What follows belongs to an exercise in optimizing a design on an open flow for small area; a production flow would make more cautious choices. Only simulation tests tie the RTL to the original design; equivalence was not proved. No driver is modelled on the clock port, so clocking that relies on it looks cheaper here than on a real chip. No activity file was given, so power comes from the tool's default toggle rates.

==> flow/design.v <==
package geom_pkg;
  typedef logic [10:0] coord_x_t;
  typedef logic [9:0]  coord_y_t;
  localparam coord_x_t screen_width = 11'd1279;
  localparam int player_min_x = 10;
  localparam int player_max_x = 400;
  localparam int player_min_y = 10;
  localparam int player_max_y = 757;
  localparam int player_step  = 4;
  localparam coord_x_t player_start_x = 11'd100;
  localparam coord_y_t player_start_y = 10'd110;
  localparam int player_w = 47;
  localparam int player_h = 32;
  localparam int pipe_w   = 100;
  localparam int pipe_h   = 30;
  localparam int goodie_w = 20;
  localparam int goodie_h = 20;
  localparam int max_pipes   = 10;
  localparam int max_goodies = 9;
  localparam logic [max_pipes*11-1:0] pipe_start_x_flat = {
    11'd1280, 11'd1200, 11'd1280, 11'd1100, 11'd950,
    11'd800, 11'd650, 11'd500, 11'd450, 11'd400
  };
  localparam logic [max_pipes*10-1:0] pipe_start_y_flat = {
    10'd320, 10'd450, 10'd510, 10'd630, 10'd750,
    10'd620, 10'd520, 10'd400, 10'd300, 10'd200
  };
  localparam logic [max_goodies*11-1:0] goodie_start_x_flat = {
    11'd1150, 11'd1050, 11'd950, 11'd850, 11'd750,
    11'd650, 11'd550, 11'd450, 11'd350
  };
  localparam logic [max_goodies*10-1:0] goodie_start_y_flat = {
    10'd710, 10'd555, 10'd637, 10'd490, 10'd560,
    10'd380, 10'd400, 10'd300, 10'd200
  };
endpackage
package game_pkg;
  typedef enum logic [1:0] {
    state_idle = 2'b00,
    state_play = 2'b01,
    state_lose = 2'b10,
    state_win  = 2'b11
  } game_state_t;
  typedef logic [3:0] score_t;
  localparam int default_win_score = 9;
endpackage
`timescale 1ns/1ps
package gc_fn;
  function automatic logic ge12(logic [11:0] x, logic [11:0] c);
    logic r;
    r = 1'b1;
    for (int k = 0; k < 12; k++) r = (x[k] & r) | (~c[k] & (x[k] | r));
    ge12 = r;
  endfunction
  function automatic logic le12(logic [11:0] x, logic [11:0] c);
    logic r;
    r = 1'b1;
    for (int k = 0; k < 12; k++) r = (~x[k] & r) | (c[k] & (~x[k] | r));
    le12 = r;
  endfunction
  function automatic logic win12(logic [11:0] x, logic [11:0] lo, logic [11:0] hi);
    win12 = ge12(x, lo) & le12(x, hi);
  endfunction
  function automatic logic [11:0] add12(logic [11:0] a, logic [11:0] b);
    add12 = add12c(a, b, 1'b0);
  endfunction
  function automatic logic [11:0] add12c(logic [11:0] a, logic [11:0] b, logic ci);
    logic c;
    c = ci;
    for (int k = 0; k < 12; k++) begin
      add12c[k] = a[k] ^ b[k] ^ c;
      c = (a[k] & b[k]) | (c & (a[k] ^ b[k]));
    end
  endfunction
endpackage
module gc_player (
  input  logic       clk, init, play,
  input  logic       btn_up, btn_down, btn_left, btn_right,
  output logic [6:0] kx,
  output logic [7:0] ky,
  output logic       mv_l, mv_r
);
  logic mv_up, mv_dn, mv_lf, mv_rt, mv_y, mv_x;
  assign mv_up = btn_up & gc_fn::ge12({4'd0, ky}, 12'd3);
  assign mv_dn = ~btn_up & btn_down & gc_fn::le12({4'd0, ky}, 12'd187);
  assign mv_lf = ~btn_up & ~btn_down & btn_left & gc_fn::ge12({5'd0, kx}, 12'd4);
  assign mv_rt = ~btn_up & ~btn_down & ~btn_left & btn_right & gc_fn::le12({5'd0, kx}, 12'd99);
  assign mv_y  = play & (mv_up | mv_dn);
  assign mv_x  = play & (mv_lf | mv_rt);
  assign mv_l  = play & mv_lf;
  assign mv_r  = play & mv_rt;
  logic [7:0] ky_n;
  logic [6:0] kx_n;
  always_comb begin
    logic t;
    t = mv_y;
    for (int k = 0; k < 8; k++) begin
      ky_n[k] = ky[k] ^ t;
      t = t & (ky[k] ^ mv_up);
    end
    t = mv_x;
    for (int k = 0; k < 7; k++) begin
      kx_n[k] = kx[k] ^ t;
      t = t & (kx[k] ^ mv_lf);
    end
  end
  always_ff @(posedge clk) begin
    if (init) begin
      kx <= 7'd25;
      ky <= 8'd27;
    end else begin
      ky <= ky_n;
      kx <= kx_n;
    end
  end
endmodule
module gc_rate (
  input  logic       clk, init,
  input  logic [2:0] r8,           
  output logic       tick,
  output logic [9:1] pstep
);
  logic [9:0] base;
  assign tick = (base == 10'd690);
  always_ff @(posedge clk) begin
    if (init || tick) begin
      base <= 10'd0;
    end else begin
      base <= {base[8:0], ~(base[9] ^ base[6])};
    end
  end
  logic [1:0] r3, r9h;   
  logic [2:0] r5, r7;
  always_ff @(posedge clk) begin
    if (init) begin
      r3  <= '0;
      r9h <= '0;
      r5  <= '0;
      r7  <= '0;
    end else if (tick) begin
      case (r3)
        2'd0: r3 <= 2'd1; 2'd1: r3 <= 2'd2; default: r3 <= 2'd0;
      endcase
      if (r3[1]) begin
        case (r9h)
          2'd0: r9h <= 2'd1; 2'd1: r9h <= 2'd2; default: r9h <= 2'd0;
        endcase
      end
      case (r5)
        3'd0: r5 <= 3'd1; 3'd1: r5 <= 3'd2; 3'd2: r5 <= 3'd3; 3'd3: r5 <= 3'd4;
        default: r5 <= 3'd0;
      endcase
      case (r7)
        3'd0: r7 <= 3'd1; 3'd1: r7 <= 3'd2; 3'd2: r7 <= 3'd3; 3'd3: r7 <= 3'd4;
        3'd4: r7 <= 3'd5; 3'd5: r7 <= 3'd6; default: r7 <= 3'd0;
      endcase
    end
  end
  assign pstep[1] = r8[0];
  assign pstep[2] = r3[1];
  assign pstep[3] = r8[1] & r8[0];
  assign pstep[4] = r5[2];
  assign pstep[5] = r8[0] & r3[1];
  assign pstep[6] = r7[2] & r7[1];
  assign pstep[7] = r8[2] & r8[1] & r8[0];
  assign pstep[8] = r3[1] & r9h[1];
  assign pstep[9] = r8[0] & r5[2];
endmodule
module gc_cnt #(parameter int HN = 5, parameter int HW = 3) (
  input  logic          clk, init, step,
  output logic [HW-1:0] h,
  output logic [7:0]    l
);
  logic [HW-1:0] h_n;
  logic [7:0]    l_n;
  always_comb begin
    logic t;
    t = step;
    for (int k = 0; k < 8; k++) begin
      l_n[k] = l[k] ^ t;
      t = t & l[k];
    end
    h_n = h;
    if (t) h_n = (h == HW'(HN - 1)) ? '0 : h + HW'(1);
  end
  always_ff @(posedge clk) begin
    if (init) begin
      h <= '0;
      l <= '0;
    end else begin
      h <= h_n;
      l <= l_n;
    end
  end
endmodule
module gc_rel (
  input  logic       clk, init, tick,
  input  logic       mv_l, mv_r,      
  input  logic [6:0] kx,
  input  logic [7:0] ky,
  output logic [8:0] gov,
  output logic       hit0,
  output logic [2:0] t8       
);
  logic [3:0] qj, qj_n;
  logic [4:0] qa, qa_n;
  logic [1:0] qb, qb_n;
  always_comb begin
    logic [11:0] s12;
    logic [5:0]  s;     
    logic        cb, dec, neg, over, top, bot;
    cb   = tick & qb[1] & qb[0];
    qb_n = {qb[1] ^ (tick & qb[0]), qb[0] ^ tick};
    dec  = mv_l & ~cb;
    s12  = gc_fn::add12c({7'd0, qa}, {{10{dec}}, dec | (mv_r & cb), dec | (~mv_l & (mv_r ^ cb))}, 1'b0);
    s    = s12[5:0];
    top  = (qj == 4'd12);
    bot  = (qj == 4'd0);
    neg  = s[5];
    over = ~neg & (top ? gc_fn::ge12({6'd0, s}, 12'd20) : gc_fn::ge12({6'd0, s}, 12'd25));
    qj_n = qj;
    qa_n = s[4:0];
    if (over) begin
      qa_n = top ? 5'(s - 6'd20) : 5'(s - 6'd25);
      qj_n = top ? 4'd0 : qj + 4'd1;
    end else if (neg) begin
      qa_n = bot ? 5'd19 : 5'd24;
      qj_n = bot ? 4'd12 : qj - 4'd1;
    end
  end
  always_ff @(posedge clk) begin
    if (init) begin
      qj <= 4'd1;
      qa <= 5'd0;
      qb <= 2'd0;
    end else begin
      qj <= qj_n;
      qa <= qa_n;
      qb <= qb_n;
    end
  end
  logic [6:0] qr;     
  assign qr = {qa, qb};
  assign t8 = {qj[0] ^ qa[0] ^ kx[0], qb};
  function automatic int GY(int j);
    case (j)
      0: GY = 200; 1: GY = 300; 2: GY = 400; 3: GY = 380; 4: GY = 560;
      5: GY = 490; 6: GY = 637; 7: GY = 555; default: GY = 710;
    endcase
  endfunction
  logic [11:0] py;
  assign py = {2'b00, ky, 2'b10};
  logic rlo, rhi;
  assign rlo = gc_fn::ge12({5'd0, qr}, 12'd4);
  always_comb begin
    case (kx)
      7'd0:    rhi = gc_fn::le12({5'd0, qr}, 12'd50);
      7'd1:    rhi = gc_fn::le12({5'd0, qr}, 12'd54);
      7'd2:    rhi = gc_fn::le12({5'd0, qr}, 12'd58);
      7'd3:    rhi = gc_fn::le12({5'd0, qr}, 12'd62);
      7'd4:    rhi = gc_fn::le12({5'd0, qr}, 12'd66);
      default: rhi = gc_fn::le12({5'd0, qr}, 12'd69);
    endcase
  end
  always_comb begin
    for (int j = 0; j < 9; j++) begin
      gov[j] = gc_fn::win12(py, 12'(GY(j) - 31), 12'(GY(j) + 19)) &
               (qj == 4'(3 + j)) & rlo & rhi;
    end
  end
  assign hit0 = gc_fn::win12(py, 12'd169, 12'd229) &
                (((qj == 4'd3) & gc_fn::ge12({5'd0, qr}, 12'd54)) |
                 ((qj == 4'd4) & gc_fn::le12({5'd0, qr}, {3'b000, kx, 2'b00})));
endmodule
module gc_lanes (
  input  logic [6:0]  kx,
  input  logic [7:0]  ky,
  input  logic [98:0] m,      
  input  logic        moved,  
  output logic        hit
);
  function automatic int PY(int i);
    case (i)
      1: PY = 300; 2: PY = 400; 3: PY = 520; 4: PY = 620; 5: PY = 750;
      6: PY = 630; 7: PY = 510; 8: PY = 450; default: PY = 320;
    endcase
  endfunction
  function automatic int SX(int i);
    case (i)
      1: SX = 450;  2: SX = 500;  3: SX = 650;  4: SX = 800; 5: SX = 950;
      6: SX = 1100; 7: SX = 1280; 8: SX = 1200; default: SX = 1280;
    endcase
  endfunction
  logic [11:0] py;
  assign py = {2'b00, ky, 2'b10};
  logic [9:1] prow;
  always_comb begin
    for (int i = 1; i <= 9; i++) begin
      prow[i] = gc_fn::win12(py, 12'(PY(i) - 31), 12'(PY(i) + 29));
    end
  end
  logic [10:0] ma, mb;
  logic [11:0] sa, sb;
  always_comb begin
    ma = '0; mb = '0; sa = '0; sb = '0;
    for (int i = 1; i <= 9; i++) begin
      if (i == 3 || i == 6 || i == 8 || i == 9) begin
        mb = mb | ({11{prow[i]}} & m[11*(i-1) +: 11]);
        sb = sb | ({12{prow[i]}} & 12'(SX(i)));
      end else begin
        ma = ma | ({11{prow[i]}} & m[11*(i-1) +: 11]);
        sa = sa | ({12{prow[i]}} & 12'(SX(i)));
      end
    end
  end
  logic [11:0] ca, cb, ea, eb;
  assign ca = gc_fn::add12c(sa, ~{1'b0, ma}, 1'b1);     
  assign cb = gc_fn::add12c(sb, ~{1'b0, mb}, 1'b1);
  assign ea = gc_fn::add12c(ca, ~{3'b000, kx, 2'b00}, 1'b1);
  assign eb = gc_fn::add12c(cb, ~{3'b000, kx, 2'b00}, 1'b1);
  function automatic logic near(logic [11:0] e);
    near = e[11] ? gc_fn::ge12(e, 12'(4096 - 99)) : gc_fn::le12(e, 12'd46);
  endfunction
  logic x99;
  assign x99 = gc_fn::le12({5'd0, kx}, 12'd24);
  logic hita, hitb;
  assign hita = (prow[1] | prow[2] | prow[4] | prow[5] | prow[7]) & ~ca[11] & near(ea);
  assign hitb = (prow[3] | prow[6] | prow[8] | prow[9]) & ~cb[11] & near(eb);
  assign hit = hita | hitb |
               (moved & x99 & ((prow[7] & (m[66 +: 11] == 11'd0)) |
                               (prow[9] & (m[88 +: 11] == 11'd0))));
endmodule
module gc_game (
  input  logic       clk, reset, start,
  input  logic [8:0] gov,
  input  logic       hit,
  output logic       play, init,
  output logic [3:0] score,
  output logic       collided,
  output logic [1:0] state
);
  assign play = ~state[1] & state[0];
  assign init = reset | ~(state[1] | state[0]);
  logic won;
  logic [8:0] taken;
  assign won = &taken;
  always_ff @(posedge clk) begin
    if (reset) begin
      state <= 2'd0;
    end else begin
      case (state)
        2'd0: if (start) state <= 2'd1;
        2'd1: begin
          if (collided)    state <= 2'd2;
          else if (won)    state <= 2'd3;
          else if (!start) state <= 2'd0;
        end
        default: if (!start) state <= 2'd0;
      endcase
    end
  end
  always_comb begin
    logic [1:0] a, b, c;
    logic [2:0] ab;
    a = {1'b0, taken[0]} + {1'b0, taken[1]} + {1'b0, taken[2]};
    b = {1'b0, taken[3]} + {1'b0, taken[4]} + {1'b0, taken[5]};
    c = {1'b0, taken[6]} + {1'b0, taken[7]} + {1'b0, taken[8]};
    score = {2'b00, a} + {2'b00, b} + {2'b00, c};
  end
  always_ff @(posedge clk) begin
    if (init) begin
      collided <= 1'b0;
      taken    <= '0;
    end else begin
      collided <= collided | (play & hit);
      taken    <= taken | ({9{play}} & gov);
    end
  end
endmodule
module game_core #(
  parameter int n_pipes     = geom_pkg::max_pipes,
  parameter int n_goodies   = geom_pkg::max_goodies,
  parameter int move_period = 1000,
  parameter int win_score   = game_pkg::default_win_score
) (
  input  logic        slower_clk,
  input  logic        reset,
  input  logic        btn_up,
  input  logic        btn_down,
  input  logic        btn_left,
  input  logic        btn_right,
  input  logic        start,
  output logic [10:0] player_x,
  output logic [9:0]  player_y,
  output logic [3:0]  score,
  output logic        collided,
  output logic [1:0]  state
);
  logic        play, init, tick, hit0, hitl, mv_l, mv_r;
  logic [9:1]  pstep;
  logic [2:0]  t8;
  logic [6:0]  kx;
  logic [7:0]  ky;
  logic [8:0]  gov;
  logic [98:0] pxs;
  assign player_x = {2'b00, kx, 2'b00};
  assign player_y = {ky, 2'b10};
  gc_player u_player (
    .clk(slower_clk), .init, .play, .btn_up, .btn_down, .btn_left, .btn_right, .kx, .ky, .mv_l, .mv_r
  );
  gc_rate u_rate (.clk(slower_clk), .init, .r8(t8), .tick, .pstep);
  logic [4:0] ha;
  logic [7:0] la;
  gc_cnt #(.HN(20), .HW(5)) u_cnt_a (.clk(slower_clk), .init, .step(tick & pstep[1]), .h(ha), .l(la));
  logic [3:0] hb;
  logic [7:0] lb;
  gc_cnt #(.HN(10), .HW(4)) u_cnt_b (.clk(slower_clk), .init, .step(tick & pstep[2]), .h(hb), .l(lb));
  logic [3:0] hc;
  logic [7:0] lc;
  gc_cnt #(.HN(10), .HW(4)) u_cnt_c (.clk(slower_clk), .init, .step(tick & pstep[4]), .h(hc), .l(lc));
  logic [2:0] h6, h8;
  logic [7:0] l6, l8;
  gc_cnt #(.HN(5), .HW(3)) u_cnt_6 (.clk(slower_clk), .init, .step(tick & pstep[6]), .h(h6), .l(l6));
  gc_cnt #(.HN(5), .HW(3)) u_cnt_8 (.clk(slower_clk), .init, .step(tick & pstep[8]), .h(h8), .l(l8));
  logic moved;
  always_ff @(posedge slower_clk) begin
    if (init) moved <= 1'b0;
    else      moved <= moved | (tick & pstep[9]);
  end
  function automatic logic [2:0] mod5(logic [4:0] v);
    logic [4:0] r;
    r = v;
    if (r >= 5'd10) r = r - 5'd10;
    if (r >= 5'd5)  r = r - 5'd5;
    mod5 = r[2:0];
  endfunction
  function automatic logic [3:0] mod10(logic [4:0] v);
    mod10 = (v >= 5'd10) ? 4'(v - 5'd10) : v[3:0];
  endfunction
  assign pxs[0  +: 11] = {mod5(ha), la};                
  assign pxs[11 +: 11] = {mod5({1'b0, hb}), lb};        
  assign pxs[22 +: 11] = {mod10(ha), la[7:1]};          
  assign pxs[33 +: 11] = {mod5({1'b0, hc}), lc};        
  assign pxs[44 +: 11] = {hb, lb[7:1]};                 
  assign pxs[55 +: 11] = {h6, l6};                      
  assign pxs[66 +: 11] = {ha, la[7:2]};                 
  assign pxs[77 +: 11] = {h8, l8};                      
  assign pxs[88 +: 11] = {hc, lc[7:1]};                 
  gc_rel u_rel (.clk(slower_clk), .init, .tick, .mv_l, .mv_r, .kx, .ky, .gov, .hit0, .t8);
  gc_lanes u_lanes (.kx, .ky, .m(pxs), .moved, .hit(hitl));
  gc_game u_game (
    .clk(slower_clk), .reset, .start, .gov, .hit(hit0 | hitl),
    .play, .init, .score, .collided, .state
  );
endmodule
==> flow/flow/run.sh <==
#!/bin/bash
# Own layout flow: the standard flow, with
#  - synthesis mapped by ABC with an area script (SAT-based deep synthesis,
#    then area mapping) and no separate full/half adder extraction; the
#    registers (names, count, cells) are checked against the standard
#    synthesis, and the standard synthesis is used if they differ;
#  - clock tree synthesis without dummy loads and with clkbuf_8 buffers;
#  - the port buffers (every input and output still gets one) made with the
#    smallest buffer cell.
# Each step's full output goes to a log file in the work folder.
set -euo pipefail
W=$(pwd)
RES=$W/orfs/results/$FLOW_PLATFORM/game_core/base
regs() { grep -oE '^ *sky130_fd_sc_hd__[a-z0-9_]*df[a-z0-9_]* +[^ ]+' "$1" | sed 's/_[0-9]* / /' | awk '{print $1, $2}' | sort; }

# Reference: the standard (hierarchical) synthesis, in its own folder
bash standard.sh WORK_HOME="$W/ref" SYNTH_HIERARCHICAL=1 synth > "$W/ref_synth.log" 2>&1
regs "$W/ref/results/$FLOW_PLATFORM/game_core/base/1_2_yosys.v" > "$W/regs_ref.txt"

sed "s|@ABC@|$W/flow/area.abc|" flow/synth.tcl.in > "$W/own_synth.tcl"
bash standard.sh SYNTH_SCRIPT="$W/own_synth.tcl" ADDER_MAP_FILE= synth > "$W/own_synth.log" 2>&1
regs "$RES/1_2_yosys.v" > "$W/regs_own.txt"
if ! cmp -s "$W/regs_ref.txt" "$W/regs_own.txt" || [[ ! -s "$W/regs_ref.txt" ]]; then
  echo "own synthesis registers differ from the standard synthesis; using the standard synthesis" | tee "$W/own_synth_fallback.txt"
  rm -rf "$W/orfs"
  bash standard.sh synth > "$W/std_synth.log" 2>&1
fi

bash standard.sh \
  "CTS_ARGS=-sink_clustering_enable -repair_clock_nets -dont_use_dummy_load -buf_list sky130_fd_sc_hd__clkbuf_8" \
  "BUFFER_PORTS_ARGS=-buffer_cell sky130_fd_sc_hd__buf_1" \
  finish > "$W/own_layout.log" 2>&1
==> flow/flow/area.abc <==
strash
&get -n
&deepsyn -T 120
&put
dch -f
amap
strash
&get -n
&deepsyn -T 120
&put
dch -f
amap
==> flow/flow/synth.tcl.in <==
# The standard flow's synthesis (synth_recipe.tcl) with ABC given an area-oriented script
proc synth {args} { yosys synth -nofsm -noshare {*}$args }
proc abc {args} {
  set i [lsearch -exact $args -script]
  if {$i >= 0} { set args [lreplace $args [expr {$i + 1}] [expr {$i + 1}] {@ABC@}] }
  yosys abc {*}$args
}
source $::env(SCRIPTS_DIR)/synth.tcl
# left out here: clear keep_hierarchy, flatten, clean up, hide names made inside functions, write 1_2_yosys.v
==> flow/standard.sh <==
#!/bin/bash
# synth_recipe.tcl (not shown) runs the flow's synth.tcl, then flattens the netlist and writes it again
# the make line also repeats each setting of config.mk as NAME=value (left out here)
make -C /OpenROAD-flow-scripts/flow DESIGN_CONFIG=/design/flow/config.mk WORK_HOME=/design/flow/orfs CLKGATE_MAP_FILE= SYNTH_SCRIPT=/design/flow/synth_recipe.tcl "${@:-finish}"
==> flow/config.mk <==
export PLATFORM = sky130hd
export DESIGN_NAME = game_core
export DESIGN_NICKNAME = game_core
export VERILOG_FILES = /design/flow/design.v
export SDC_FILE = /design/flow/constraint.sdc
export NUM_CORES = 4
export LEC_CHECK = 0
export CAP_MARGIN = 20
export CORE_MARGIN = 2
export CORE_UTILIZATION = 70
export SLEW_MARGIN = 20
==> flow/constraint.sdc <==
create_clock -name core_clock -period 10.0 [get_ports {slower_clk}]
set_input_delay 2.0000 -clock core_clock [delete_from_list [all_inputs] [get_ports {slower_clk}]]
set_output_delay 2.0000 -clock core_clock [all_outputs]
set_load 0.01 [all_outputs]
==> key figures, run 1 <==
Drt
  • DR DRC count: 0
  • DR vias/cell: 6.317
  • Final ANT Viol Nets: 0
  • Met3 Wirelength: 1703 µm
  • Routed WL: 19230 µm
  • DR pass1 iterations: 7
  • WL per Instance: 16.60 µm
  • Initial DRC Count: 648
  • Detail Route met2 WL: 8859 µm
  • Via count: 7315
  • Met1 wire length: 7941 µm
  • Max layer used: met4

Clock network
  • Clk latency of the worst-skew pair: 0.45 ns
  • CTS tree: yes
  • CTS Buffer Depth: 2
  • CTS buffer count: 17
  • H-tree Lvls: 4
  • Clock transition at path regs: 0.07 ns
  • Clk sink count: 118
  • Post-CTS resize count: 0
  • Postcts setup bufs: 0
  • CTS root buf: clkbuf_8
  • CTS hold repair buffers: 0

Timing
  • Maximum clock frequency: 0.1485 GHz
  • Final period util: 0.6736
  • Final TNS setup: 0 ns
  • Slew Viols, Final: 0
  • Hold WS: 0.4166 ns
  • Slew at the pin with the worst max-slew slack: 1.010 ns
  • Unrepaired setup endpoints after global routing: false
  • Final Hold Violating Endpoints: 0
  • Rel. slew slack: 0.3214
  • Setup violations, final: 0
  • Post-Route Skew: 0.04401 ns
  • Fin crit period: 6.736 ns

GRT
  • Largest net degree at the start of global routing: 42
  • Total GRT Usage: 0.3691
  • First-pass GRT wire length: 30240 µm
  • Aggregate global routing overflow: 0
  • Initial antenna violation count: 0
  • Vias in the first global route: 6398

Worst setup path
  • Crit. End Element: flip-flop
  • WP data required: 10.27 ns
  • Slowest stage delay, CP: 0.79 ns
  • Worst R2R Path Depth: 33
  • Most used cell, CP: nor2_1
  • Crit path kind: reg2reg
  • Crit-path slowest cell: nor3_1
  • Maximum fanout along the worst path: 6
  • Worst setup SP type: flip-flop
  • CP arrival: 7.01 ns

Synthesis
  • Count leader, synth: nor2_1
  • Top-area cell type share of the netlist area: 0.3517
  • Number of synthesized flops with an enable pin: 0
  • Sequential-to-total area share from yosys stat: 0.3517
  • Number of synthesized register bits: 118
  • Cells after synthesis: 981
  • Synth warnings: 9
  • Top cells by area, synth: dfxtp_1 35%, nor2_1 11%, clkinv_1 7.3%
  • Dominant cell type by area after synthesis: dfxtp_1
  • Main synth FF type: dfxtp_1
  • Synth cell types: 49
  • Top cells by count, synth: 196 x nor2_1, 130 x clkinv_1, 118 x dfxtp_1
  • Ys async rst share: 0
  • Post-Syn Area per Cell: 6.847 µm²
  • Post-synthesis instance area: 6716 µm²

Die
  • Initial Util: 0.7235
  • Area of the core: 9284 µm²
  • # rows: 35
  • Die area: 10390 µm²
  • Die height: 102.0 µm
  • # IOs: 35
  • Die width: 102.0 µm

Placement
  • DP HPWL: 14210 µm
  • I/O Buffers: 28
  • GP Congestion: 0.9940

Run
  • Max cap viols: 0

Layout
  • Nets: 1038
  • Share of cells above drive strength 1: 0.02332
  • # diodes: 0
  • Area grow syn2layout: 7.619%
  • Filler instances: 768

Pwr
  • VDD IR max: 0.1271 mV
  • Leakage: 2.293 nW
  • Pwr/cell area: 113.1 nW/µm²

Run status
  • Outcome: no timing/DRC/antenna violations

Worst hold path
  • Hold path depth: 2
  • Hold crit path type: reg2reg
[where the power goes]
part	internal [mW]	switching (mW)	total, mW
logic	0.00687	0.0192	0.0261
registers	0.471	0.00174	0.473
clock network	0.149	0.169	0.318
[flip-flops by register name, indices dropped and copies added, names as in the netlist, 3 cells and up]
name          flops
u_cnt_b.l         8
u_cnt_c.h         4
u_cnt_a.l         8
u_cnt_6.h         3
u_rel.qj          4
u_cnt_8.h         3
u_rate.r7         3
u_cnt_c.l         8
u_rate.r5         3
u_cnt_6.l         8
u_cnt_a.h         5
u_player.ky       8
u_rel.qa          5
u_game.taken      9
u_player.kx       7
u_cnt_8.l         8
u_cnt_b.h         4
u_rate.base      10
[kinds of logic after synthesis]
logic type             share of synthesized area
AO/OA/AOI/OAI                             0.2852
XOR/XNOR                                0.002609
buffers and inverters                    0.07936
flip-flops                                0.3517
other                                   0.001118
AND/OR/NAND/NOR                           0.2800
[cell usage in the layout, fill, tap and decap left out, drive strengths merged, types with 5 or more instances in the layout]
master  Yosys  final
nor2b      10     10
or4         7      7
and3       11     11
o211ai      6      6
nor4       12     12
clkinv    130    129
o22ai      29     29
nor2      196    196
conb        2      6
nand2      87     87
nand4      11     11
o21a        7      7
dfxtp     118    118
clkbuf      0     17
a31oi       6      6
a21oi      73     73
o21ai      81     81
or3         6      6
a211oi     38     38
nor3       50     50
buf         6     33
o211a       9      9
a222oi     10     10
or2         5      5
a221oi      7      7
nand3      20     20
[critical path, delay by kind of cell (launching register included)]
family / cells / cell delay (ns)
and+or+nand+nor: 21 / 3.69
DFF: 1 / 0.35
buffers and inverters: 5 / 0.82
AOI/OAI and AO/OA: 7 / 1.70
[through the flow]
stage	power [mW]	std cells	utilization	cell area [µm²]	worst slack, ns
after global placement	0.5085	1141	0.7534	6994	3.807
after CTS	0.8141	1158	0.7786	7228	3.466
after global routing	0.8369	1158	0.7786	7228	2.497
final	0.8174	1158	0.7786	7228	3.264
after floorplan	0.5026	985	-	6731	4.455
after detailed placement	0.5088	1141	0.7534	6994	3.574
[metal layers]
layer / vias to the layer above / GRT usage
met2: 378 / 0.6179
met5: - / 0
li1: 3634 / -
met3: 76 / 0.08550
met4: 0 / 0.1528
met1: 3227 / 0.4593
[final cells by class]
cell class              instances  area (µm²)  share of cell area
well taps                     129       161.4             0.02233
clock buffers                  17       234.0             0.03237
multi-input cells             731        3840              0.5312
inverters                     130       488.0             0.06751
repair buffers                 33       142.6             0.01973
flip-flops and latches        118        2362              0.3268
[worst paths after layout]
check                     to  slack (ns)      startpoint
max          u_game.collided        3.26  u_player.ky[2]
min           u_rate.base[1]        0.42  u_rate.base[0]
max reg2reg  u_game.collided        3.26  u_player.ky[2]
min reg2reg   u_rate.base[1]        0.42  u_rate.base[0]
==> run 2, diff against run 1 <==
--- a/flow/flow/run.sh
+++ b/flow/flow/run.sh
@@ -4,7 +4,8 @@
 #    then area mapping) and no separate full/half adder extraction; the
 #    registers (names, count, cells) are checked against the standard
 #    synthesis, and the standard synthesis is used if they differ;
-#  - clock tree synthesis without dummy loads and with clkbuf_8 buffers;
+#  - clock tree synthesis without dummy loads, with small clock buffers, of
+#    which flow/post_cts.tcl then upsizes those whose output slew is high;
 #  - the port buffers (every input and output still gets one) made with the
 #    smallest buffer cell.
 # Each step's full output goes to a log file in the work folder.
@@ -27,6 +28,7 @@
 fi
 
 bash standard.sh \
-  "CTS_ARGS=-sink_clustering_enable -repair_clock_nets -dont_use_dummy_load -buf_list sky130_fd_sc_hd__clkbuf_8" \
+  "CTS_ARGS=-sink_clustering_enable -repair_clock_nets -dont_use_dummy_load -buf_list sky130_fd_sc_hd__clkbuf_4 -root_buf sky130_fd_sc_hd__clkbuf_8" \
+  "POST_CTS_TCL=$W/flow/post_cts.tcl" \
   "BUFFER_PORTS_ARGS=-buffer_cell sky130_fd_sc_hd__buf_1" \
   finish > "$W/own_layout.log" 2>&1
==> flow/flow/post_cts.tcl (new file) <==
estimate_parasitics -placement
for {set pass 0} {$pass < 3} {incr pass} {
  set changed 0
  foreach inst [[ord::get_db_block] getInsts] {
    set m [[$inst getMaster] getName]
    if {![string match "sky130_fd_sc_hd__clkbuf_*" $m]} { continue }
    set slew [get_property [get_pins [$inst getName]/X] slew_max_rise]
    set slewf [get_property [get_pins [$inst getName]/X] slew_max_fall]
    if {$slewf > $slew} { set slew $slewf }
    if {$slew > 0.100} {
      set up ""
      if {$m eq "sky130_fd_sc_hd__clkbuf_4"} { set up sky130_fd_sc_hd__clkbuf_8 }
      if {$m eq "sky130_fd_sc_hd__clkbuf_8"} { set up sky130_fd_sc_hd__clkbuf_16 }
      if {$up ne ""} {
        replace_cell [$inst getName] $up
        incr changed
      }
    }
  }
  puts "post_cts: pass $pass upsized $changed clock buffers"
  if {!$changed} { break }
  estimate_parasitics -placement
}
detailed_placement
check_placement -verbose
estimate_parasitics -placement
==> run 2 against run 1 <==
Still clean on timing, DRC and antenna. Die area about the same. Register-to-register slack better by 0.13 ns. Synthesized area about the same. Sequential power about the same. Global-route usage up 1.1 points. Total power down 7.8%. Synthesized cell count down 0.20%. Design area down 0.83%. Flip-flop and latch count unchanged. Combinational power down 2%. Critical endpoint unchanged.
==> key figures, run 2 <==
Pwr
  • Leakage: 2.298 nW
  • Seq pwr share: 0.627
  • Net Sw Frac: 0.2268
  • VDD IR max: 0.1442 mV
  • Pwr/cell area: 105.1 nW/µm²
  • Clock power share: 0.339
  • Pint: 582.8 µW
  • Logic pwr share: 0.034
  • NetSw: 170.9 µW

Synthesis
  • Number of synthesized flops with an enable pin: 0
  • Sequential-to-total area share from yosys stat: 0.3515
  • Ys async rst share: 0
  • Main synth FF type: dfxtp_1
  • Post-synthesis mux area share: 0
  • Cells after synthesis: 979
  • Dominant cell type by area after synthesis: dfxtp_1
  • Top-area cell type share of the netlist area: 0.3515
  • Synth Area in XOR/XNOR: 0.001303
  • Top cells by count, synth: 190 x nor2_1, 138 x clkinv_1, 118 x dfxtp_1
  • Post-synthesis adder-cell area fraction: 0
  • Count leader, synth: nor2_1
  • Synth cell types: 45
  • Simple-gate share of the synthesized area: 0.2731
  • Synth warnings: 9
  • Number of synthesized register bits: 118
  • Post-synthesis instance area: 6720 µm²
  • Largest family of logic cells by synthesized area: compound AO/OA/AOI/OAI gates
  • Top cells by area, synth: dfxtp_1 35%, nor2_1 11%, clkinv_1 7.7%
  • Post-Syn Area per Cell: 6.864 µm²
  • Complex-gate fraction of the synthesized area: 0.2891

Placement
  • DP HPWL: 14640 µm
  • GP Congestion: 1.060
  • I/O Buffers: 28

Worst setup path
  • CP arrival: 6.89 ns
  • FF-to-FF Start: u_player.ky[4]
  • Crit path kind: reg2reg
  • Maximum fanout along the worst path: 14
  • Slowest stage delay, CP: 0.60 ns
  • WP data required: 10.29 ns
  • Worst Setup SP: u_player.ky[4]
  • Most used cell, CP: nor2_1
  • Crit-path slowest cell: dfxtp_1
  • Crit. End Element: flip-flop
  • Worst setup SP type: flip-flop

Worst hold path
  • Hold crit path type: reg2reg
  • Min-delay src: u_rate.base[0]

Layout
  • Max reg flops: 10
  • Area grow syn2layout: 6.665%
  • # diodes: 0
  • Share of cells above drive strength 1: 0.02432
  • Commonest non-fill, non-tap cell in the layout: nor2_1
  • FF/Latch Area: 2362 µm²
  • Commonest non-fill, non-tap cells in the layout: 189 x nor2_1, 137 x clkinv_1, 118 x dfxtp_1, 87 x nand2_1, 81 x o21ai_0
  • Final core utilization: 0.7721
  • Regs by FF count: u_rate.base (10), u_game.taken (9)
  • Footprint of the multi-input gates: 3812 µm²
  • Reg with most FFs: u_rate.base
  • Nets: 1037
  • Filler instances: 739

Drt
  • DR vias/cell: 6.441
  • DR pass1 iterations: 8
  • DR DRC count: 0
  • Via count: 7452
  • Final ANT Viol Nets: 0
  • WL per Instance: 16.75 µm
  • Routed WL: 19380 µm
  • Initial DRC Count: 801

Timing
  • Fin crit period: 6.603 ns
  • Final Hold Violating Endpoints: 0
  • Setup violations, final: 0
  • Final period util: 0.6603
  • Slew Viols, Final: 0
  • Slew at the pin with the worst max-slew slack: 0.9619 ns
  • Unrepaired setup endpoints after global routing: false
  • Maximum clock frequency: 0.1514 GHz
  • Rel. slew slack: 0.3520
  • Post-Route Skew: 0.03062 ns
  • Final TNS setup: 0 ns

Run
  • Max cap viols: 0

Die
  • # IOs: 35
  • Area of the core: 9284 µm²
  • Initial Util: 0.7239
  • Die width: 102.0 µm
  • Die area: 10400 µm²
  • Die height: 102.0 µm
  • # rows: 35

Clock network
  • Clock transition at path regs: 0.08 ns
  • Clk sink count: 118
  • Clk latency of the worst-skew pair: 0.37 ns
  • CTS tree: yes

GRT
  • First-pass GRT wire length: 31040 µm
  • Total GRT Usage: 0.3799
  • Largest net degree at the start of global routing: 67
  • Aggregate global routing overflow: 0
  • Vias in the first global route: 6479
  • Initial antenna violation count: 0

Run status
  • Outcome: no timing/DRC/antenna violations
[run 2: cell count changes after synthesis, moves of 4 or more]
cell       delta
or2_0         +4
a211oi_1      -6
clkinv_1      +8
nor3_1       -10
o21a_1        +6
o2111ai_1     +4
nor2_1        -6
o211ai_1      -4
o221ai_1      +6
[run 2: worst max-delay path, delay by kind of cell, from the launching register on]
| family | cells | cell delay, ns |
|---|---|---|
| AOI/OAI and AO/OA | 13 | 3.40 |
| and+or+nand+nor | 15 | 1.90 |
| buffers and inverters | 3 | 0.65 |
| DFF | 1 | 0.60 |
[run 2: cell families (layout without fill, tap and decap cells)]
family / count (synthesis) / count (layout)
and+or+nand+nor: 413 / 413
AOI/OAI and AO/OA: 301 / 301
buffers and inverters: 144 / 189
DFF: 118 / 118
other: 2 / 6
xor gates and xnor gates: 1 / 1
[run 2: path summary, 6_finish.rpt]
| kind | endpoint | depth (start not counted) | slack, ns |
|---|---|---|---|
| max | u_game.collided | 31 | 3.40 |
| min | u_rate.base[1] | 2 | 0.45 |
| max reg2reg | u_game.collided | 31 | 3.40 |
| min reg2reg | u_rate.base[1] | 2 | 0.45 |
[run 2: area by class of cell]
cell class              count  share of cell area
flip-flops and latches    118              0.3296
clock buffers              17             0.02287
well taps                 129             0.02252
inverters                 138             0.07226
multi-input cells         721              0.5319
repair buffers             34             0.02095
[run 2: routing by layer]
metal  GRT usage  part of all wire  vias up
li1            -                 -     3625
met1      0.5198              0.43     3301
met2      0.5855              0.44      456
met3     0.09576              0.11       70
met4      0.1333             0.029        0
met5           0                 0        -
[run 2: power by group through the flow]
stage | Sequential, mW | Clock, mW | Combinational [mW]
3_5_place_dp | 0.483 | 0 | 0.0249
6_report | 0.473 | 0.255 | 0.0257
2_1_floorplan | 0.483 | 0 | 0.0183
3_3_place_gp | 0.483 | 0 | 0.0243
5_1_grt | 0.473 | 0.274 | 0.0283
[run 2: stage by stage]
step	hold slack [ns]	setup WS [ns]	power, mW	instances	cell area, µm²
final	0.4486	3.397	0.7537	1157	7168
after global routing	0.4617	2.688	0.7746	1157	7168
after detailed placement	0.4317	3.716	0.5083	1140	7004
after global placement	0.4076	4.063	0.5078	1140	7004
after floorplan	0.4030	4.610	0.5017	983	6735
==> run 3, diff against run 2 <==
==> flow/flow/area.abc (replaced) <==
strash
&get -n
&deepsyn -T 120
&put
dch -f
amap
strash
&get -n
&deepsyn -T 120
&put
dch -f
amap
strash
&get -n
&deepsyn -T 120
&put
dch -f
amap
strash
&get -n
&deepsyn -T 120
&put
dch -f
amap
==> run 3 against run 2 <==
Core utilization about the same. Global-route usage shrank 1.7 points. Synthesized cell count grew 1.1%. Hold slack got worse by 0.045 ns. Combinational power rose by 11%. Clock skew up 0.0028 ns. Clock power is 11% higher. Sequential power hardly changed. Critical endpoint unchanged. Largest power group unchanged.
==> key figures, run 3 <==
Synthesis
  • Synth warnings: 9
  • Top cells by count, synth: 198 x nor2_1, 149 x clkinv_1, 118 x dfxtp_1
  • Synth cell types: 46
  • Post-Syn Area per Cell: 6.793 µm²
  • Count leader, synth: nor2_1
  • Cells after synthesis: 990
  • Sequential-to-total area share from yosys stat: 0.3513
  • Post-synthesis instance area: 6725 µm²
  • Top cells by area, synth: dfxtp_1 35%, nor2_1 11%, clkinv_1 8.3%
  • Ys async rst share: 0
  • Number of synthesized register bits: 118
  • Number of synthesized flops with an enable pin: 0
  • Top-area cell type share of the netlist area: 0.3513
  • Dominant cell type by area after synthesis: dfxtp_1
  • Main synth FF type: dfxtp_1

Layout
  • Footprint of the multi-input gates: 3785 µm²
  • Commonest non-fill, non-tap cells in the layout: 198 x nor2_1, 148 x clkinv_1, 118 x dfxtp_1, 82 x nand2_1
  • # diodes: 0
  • Regs by FF count: u_rate.base (10), u_game.taken (9)
  • Cell Count, Final, Fillers Out: 1165
  • Share of cells above drive strength 1: 0.02124
  • Filler instances: 766
  • Commonest non-fill, non-tap cell in the layout: nor2_1
  • FF/Latch Area: 2362 µm²
  • Reg with most FFs: u_rate.base
  • Max reg flops: 10
  • Area grow syn2layout: 6.605%
  • Nets: 1045

Drt
  • DR vias/cell: 6.372
  • WL per Instance: 16.02 µm
  • Final ANT Viol Nets: 0
  • DR pass1 iterations: 8
  • Via count: 7423
  • DR DRC count: 0
  • Initial DRC Count: 664
  • Routed WL: 18660 µm

Die
  • Die width: 102.0 µm
  • Initial Util: 0.7244
  • # IOs: 35
  • # rows: 35
  • Area of the core: 9284 µm²
  • Die area: 10410 µm²
  • Die height: 102.0 µm

GRT
  • Total GRT Usage: 0.3625
  • Vias in the first global route: 6588
  • First-pass GRT wire length: 30080 µm
  • Initial antenna violation count: 0
  • Largest net degree at the start of global routing: 43
  • Aggregate global routing overflow: 0

Worst setup path
  • WP buf/inv: 3
  • Crit path kind: reg2reg
  • Slowest stage delay, CP: 0.49 ns
  • FF-to-FF Start: u_player.ky[1]
  • Most used cell, CP: nor2_1
  • CP arrival: 6.65 ns
  • WP data required: 10.28 ns
  • Worst setup SP type: flip-flop
  • Worst R2R Path Depth: 35
  • Worst R2R Setup Slack: 3.64 ns
  • Crit-path slowest cell: or4b_1
  • Crit. End Element: flip-flop
  • Worst r2r dst: u_game.collided
  • Maximum fanout along the worst path: 8
  • CP top delay family: simple AND/OR/NAND/NOR gates

Timing
  • Slew at the pin with the worst max-slew slack: 1.103 ns
  • Final Hold Violating Endpoints: 0
  • Slew Viols, Final: 0
  • Setup violations, final: 0
  • Final period util: 0.6364
  • Maximum clock frequency: 0.1571 GHz
  • Final TNS setup: 0 ns
  • Unrepaired setup endpoints after global routing: false
  • Fin crit period: 6.364 ns
  • Rel. slew slack: 0.2572
  • Post-Route Skew: 0.03343 ns
  • Hold WS: 0.4036 ns

Run
  • Max cap viols: 0

Pwr
  • Clock power share: 0.360
  • Leakage: 2.289 nW
  • VDD IR max: 0.09180 mV
  • Net Sw Frac: 0.2431
  • Seq pwr share: 0.604
  • NetSw: 190.4 µW
  • Logic pwr share: 0.036
  • Pint: 592.8 µW
  • Total power: 783.3 µW
  • Pwr/cell area: 109.3 nW/µm²

Clock network
  • Clk latency of the worst-skew pair: 0.37 ns
  • Clock transition at path regs: 0.09 ns
  • Clk sink count: 118
  • CTS tree: yes

Placement
  • I/O Buffers: 28
  • Cell count after placement: 1147
  • DP HPWL: 14070 µm
  • GP Congestion: 0.9677

Worst hold path
  • Min-delay src: u_rate.base[2]
  • Hold crit path type: reg2reg
  • Sink of the worst hold path: u_rate.base[3]
  • Hold path depth: 2

Run status
  • Outcome: no timing/DRC/antenna violations
## run 3: worst max-delay path by stage
| stage | startpoint | end | cells after the start |
|---|---|---|---|
| finish | u_player.ky[1] | u_game.collided | 35 |
| global route | u_player.ky[1] | u_game.collided | 36 |
| floorplan | reset | u_rel.qa[2] | 3 |
| global placement | u_player.ky[1] | u_game.collided | 35 |
| detailed placement | u_player.ky[0] | u_game.collided | 34 |
## run 3: stage by stage
| step | setup slack, ns | util | cell area, µm² |
|---|---|---|---|
| floorplan | 4.513 | - | 6740 |
| global placement | 3.777 | 0.7527 | 6988 |
| detailed placement | 3.670 | 0.7527 | 6988 |
| global route | 2.718 | 0.7722 | 7169 |
| finish | 3.636 | 0.7722 | 7169 |
## run 3: layout make-up
type	instances	area share
clock buffers	17	0.02461
flip-flops and latches	118	0.3295
repair buffers	31	0.01745
inverters	149	0.07801
well taps	129	0.02251
multi-input cells	721	0.5279
## run 3: power by group through the flow
stage          sequential [mW]  clock (mW)  combinational, mW
6_report                 0.473       0.282             0.0286
5_1_grt                  0.473       0.296             0.0317
3_5_place_dp             0.484           0             0.0278
3_3_place_gp             0.484           0             0.0274
2_1_floorplan            0.484           0             0.0205
## run 3: logic make-up after synthesis
group / Yosys count / share of synthesized area
flops: 118 / 0.3513
simple gates: 416 / 0.2720
other cells: 2 / 0.001117
compound gates: 299 / 0.2858
buf+inv: 155 / 0.08986
## run 3: routing by layer
metal,GRT usage,wire [µm],up-vias,part of all wire
met5,0,0,-,0
met4,0.1713,838,0,0.045
met3,0.08276,1678,107,0.090
met2,0.6199,8607,407,0.46
met1,0.4319,7535,3298,0.40
li1,-,-,3611,-
## run 3: tightest hold or removal path, cell delays in order, from the launching register on
cell      delay (ns)
dfxtp_1         0.30
clkinv_1        0.04
nor2_1          0.03
==> run 4, diff against run 3 <==
--- a/flow/design.v
+++ b/flow/design.v
@@ -254,9 +254,6 @@
   assign rlo = gc_fn::ge12({5'd0, qr}, 12'd4);
   always_comb begin
     case (kx)
-      7'd0:    rhi = gc_fn::le12({5'd0, qr}, 12'd50);
-      7'd1:    rhi = gc_fn::le12({5'd0, qr}, 12'd54);
-      7'd2:    rhi = gc_fn::le12({5'd0, qr}, 12'd58);
       7'd3:    rhi = gc_fn::le12({5'd0, qr}, 12'd62);
       7'd4:    rhi = gc_fn::le12({5'd0, qr}, 12'd66);
       default: rhi = gc_fn::le12({5'd0, qr}, 12'd69);
==> run 4 against run 3 <==
Design area rose by 0.28%. Maximum frequency down 5.4%. Clock skew decreased by 0.0067 ns. Flip-flop and latch count did not move. Sequential share of layout area shrank 0.092 points.
==> key figures, run 4 <==
Synthesis
  • Post-Syn Area per Cell: 6.879 µm²
  • Post-synthesis mux area share: 0
  • Count leader, synth: nor2_1
  • Cells after synthesis: 980
  • Synth Area in XOR/XNOR: 0
  • Largest family of logic cells by synthesized area: compound AO/OA/AOI/OAI gates
  • Top-area cell type share of the netlist area: 0.3504
  • Ys async rst share: 0
  • Number of synthesized flops with an enable pin: 0
  • Synth cell types: 49
  • Top cells by count, synth: 187 x nor2_1, 141 x clkinv_1, 118 x dfxtp_1
  • Post-synthesis instance area: 6741 µm²
  • Synth warnings: 9
  • Post-synthesis adder-cell area fraction: 0
  • Sequential-to-total area share from yosys stat: 0.3504
  • Dominant cell type by area after synthesis: dfxtp_1
  • Simple-gate share of the synthesized area: 0.2494
  • Complex-gate fraction of the synthesized area: 0.3138
  • Main synth FF type: dfxtp_1
  • Top cells by area, synth: dfxtp_1 35%, nor2_1 10%, clkinv_1 7.9%
  • Number of synthesized register bits: 118

GRT
  • Total GRT Usage: 0.3652
  • First-pass GRT wire length: 30180 µm
  • Aggregate global routing overflow: 0
  • Initial antenna violation count: 0
  • Largest net degree at the start of global routing: 76
  • Vias in the first global route: 6498

Layout
  • Max reg flops: 10
  • Filler instances: 760
  • Regs by FF count: u_rate.base (10), u_game.taken (9)
  • # diodes: 0
  • Share of cells above drive strength 1: 0.02430
  • Commonest non-fill, non-tap cells in the layout: 186 x nor2_1, 140 x clkinv_1, 118 x dfxtp_1, 91 x nand2_1, 79 x o21ai_0
  • Commonest non-fill, non-tap cell in the layout: nor2_1
  • Reg with most FFs: u_rate.base
  • Area grow syn2layout: 6.644%
  • Nets: 1038

Pwr
  • Pwr/cell area: 105.6 nW/µm²
  • Total power: 759.5 µW
  • VDD IR max: 0.1237 mV
  • Leakage: 2.253 nW

Worst setup path
  • Crit. End Element: flip-flop
  • FF-to-FF Start: u_player.ky[2]
  • Slowest stage delay, CP: 0.68 ns
  • Worst R2R Path Depth: 32
  • Worst Setup SP: u_player.ky[2]
  • Setup crit end: u_game.collided
  • Worst R2R Setup Slack: 3.27 ns
  • Worst setup SP type: flip-flop
  • Worst r2r dst: u_game.collided
  • CP arrival: 7.02 ns
  • Most used cell, CP: nor2_1
  • Maximum fanout along the worst path: 8
  • Crit-path slowest cell: a21oi_1
  • Crit path kind: reg2reg
  • WP data required: 10.29 ns

Die
  • # rows: 35
  • # IOs: 35
  • Area of the core: 9284 µm²
  • Die height: 102.1 µm
  • Initial Util: 0.7261
  • Die area: 10430 µm²
  • Die width: 102.1 µm

Timing
  • Rel. slew slack: 0.3503
  • Final Hold Violating Endpoints: 0
  • Slew Viols, Final: 0
  • Final period util: 0.6731
  • Maximum clock frequency: 0.1486 GHz
  • Post-Route Skew: 0.02673 ns
  • Slew at the pin with the worst max-slew slack: 0.9619 ns
  • Final TNS setup: 0 ns
  • Unrepaired setup endpoints after global routing: false
  • Fin crit period: 6.731 ns
  • Setup violations, final: 0

Clock network
  • Clock transition at path regs: 0.08 ns
  • Clk sink count: 118
  • Clk latency of the worst-skew pair: 0.36 ns
  • CTS tree: yes

Drt
  • DR vias/cell: 6.442
  • Detail Route met2 WL: 8253 µm
  • DR DRC count: 0
  • DR pass1 iterations: 13
  • Routed WL: 18620 µm
  • Met3 Wirelength: 1927 µm
  • Initial DRC Count: 805
  • WL per Instance: 16.08 µm
  • Via count: 7460
  • Max layer used: met4
  • Met1 wire length: 7908 µm
  • Final ANT Viol Nets: 0

Run
  • Max cap viols: 0

Placement
  • GP Congestion: 1.021
  • I/O Buffers: 28
  • DP HPWL: 14070 µm

Worst hold path
  • Hold crit path type: reg2reg
  • Hold path depth: 2

Run status
  • Outcome: no timing/DRC/antenna violations
==> run 4: cell types whose count changed in the layout (fill, tap and decap cells not counted), sizes merged, moves of 5 or more <==
| cell | change |
|---|---|
| nor2 | -11 |
| a211oi | +9 |
| nand2 | +9 |
| nand3 | -9 |
| clkinv | -8 |
| o211ai | +7 |
| a31oi | -6 |
| o221ai | -6 |
| a22oi | +5 |
| o21bai | +5 |
==> run 4: layer usage <==
layer / vias up / track usage
met2: 406 / 0.5876
met1: 3350 / 0.4891
met4: 0 / 0.1169
met3: 69 / 0.08345
li1: 3635 / -
met5: - / 0
==> run 4: cells by family after synthesis <==
group | Yosys count
and+or+nand+nor | 390
AOI/OAI and AO/OA | 323
buffers and inverters | 147
DFF | 118
other | 2
==> run 4: layout make-up <==
type,count,area (µm²),share of cell area
tap,129,161.4,0.02245
timing repair buffer,34,150.1,0.02088
multi-input combinational,719,3822,0.5317
clock buffer,17,163.9,0.02280
sequential,118,2362,0.3286
inverter,141,529.3,0.07362
==> run 4: worst min-delay path by stage <==
stage / startpoint / endpoint
6_report: u_rate.base[8] / u_rate.base[9]
3_5_place_dp: u_rate.base[8] / u_rate.base[9]
5_1_grt: u_rate.base[8] / u_rate.base[9]
2_1_floorplan: u_rate.base[3] / u_rate.base[4]
3_3_place_gp: u_rate.base[8] / u_rate.base[9]
==> run 4: power by group <==
group / total (mW) / switching (mW) / internal (mW)
clock network: 0.257 / 0.152 / 0.105
logic: 0.0290 / 0.0214 / 0.00761
registers: 0.473 / 0.00209 / 0.471
==> run 4: critical path, delay by kind of cell (launching register included) <==
family,cells,cell delay [ns]
DFF,1,0.45
buffers and inverters,4,0.91
AOI/OAI and AO/OA,13,3.21
and+or+nand+nor,15,2.11
==> run 4: per-stage QoR <==
| stage | worst slack (ns) | util | instances | hold WS (ns) | instance area (µm²) |
|---|---|---|---|---|---|
| 6_report | 3.269 | 0.7744 | 1158 | 0.4271 | 7189 |
| 5_1_grt | 2.638 | 0.7744 | 1158 | 0.4543 | 7189 |
| 3_5_place_dp | 3.648 | 0.7567 | 1141 | 0.4166 | 7025 |
| 3_3_place_gp | 3.937 | 0.7567 | 1141 | 0.4152 | 7025 |
| 2_1_floorplan | 4.354 | - | 984 | 0.4030 | 6756 |

==> static timing again, ports no longer ideal <==
The results above use ideal ports. As a check the final layouts listed here were re-extracted and re-timed, cells and wires unchanged.
Step 1 (the two cells are an assumption about what drives the block):
set clk [get_ports {slower_clk}]
set_driving_cell -lib_cell sky130_fd_sc_hd__clkbuf_16 $clk
set_driving_cell -lib_cell sky130_fd_sc_hd__buf_2 [delete_from_list [all_inputs] $clk]
Step 2 times the ports against the registers' clock, not the clock port: input delays grow and output delays shrink by t, the midpoint of the rising clock arrivals with the driver on.
a / b / c = ideal / step 1 / step 2; a / b = the first two.
run	t (ns)	slack for setup (ns)	slew at the worst register clock pin (ns)
run 1	0.466	3.264 / 3.264 / 3.264	0.09 / 0.09
run 2	0.393	3.397 / 3.397 / 3.397	0.10 / 0.10
run 3	0.391	3.636 / 3.636 / 3.636	0.10 / 0.10
run 4	0.394	3.269 / 3.269 / 3.269	0.09 / 0.09
After both steps every run listed still meets setup and hold.
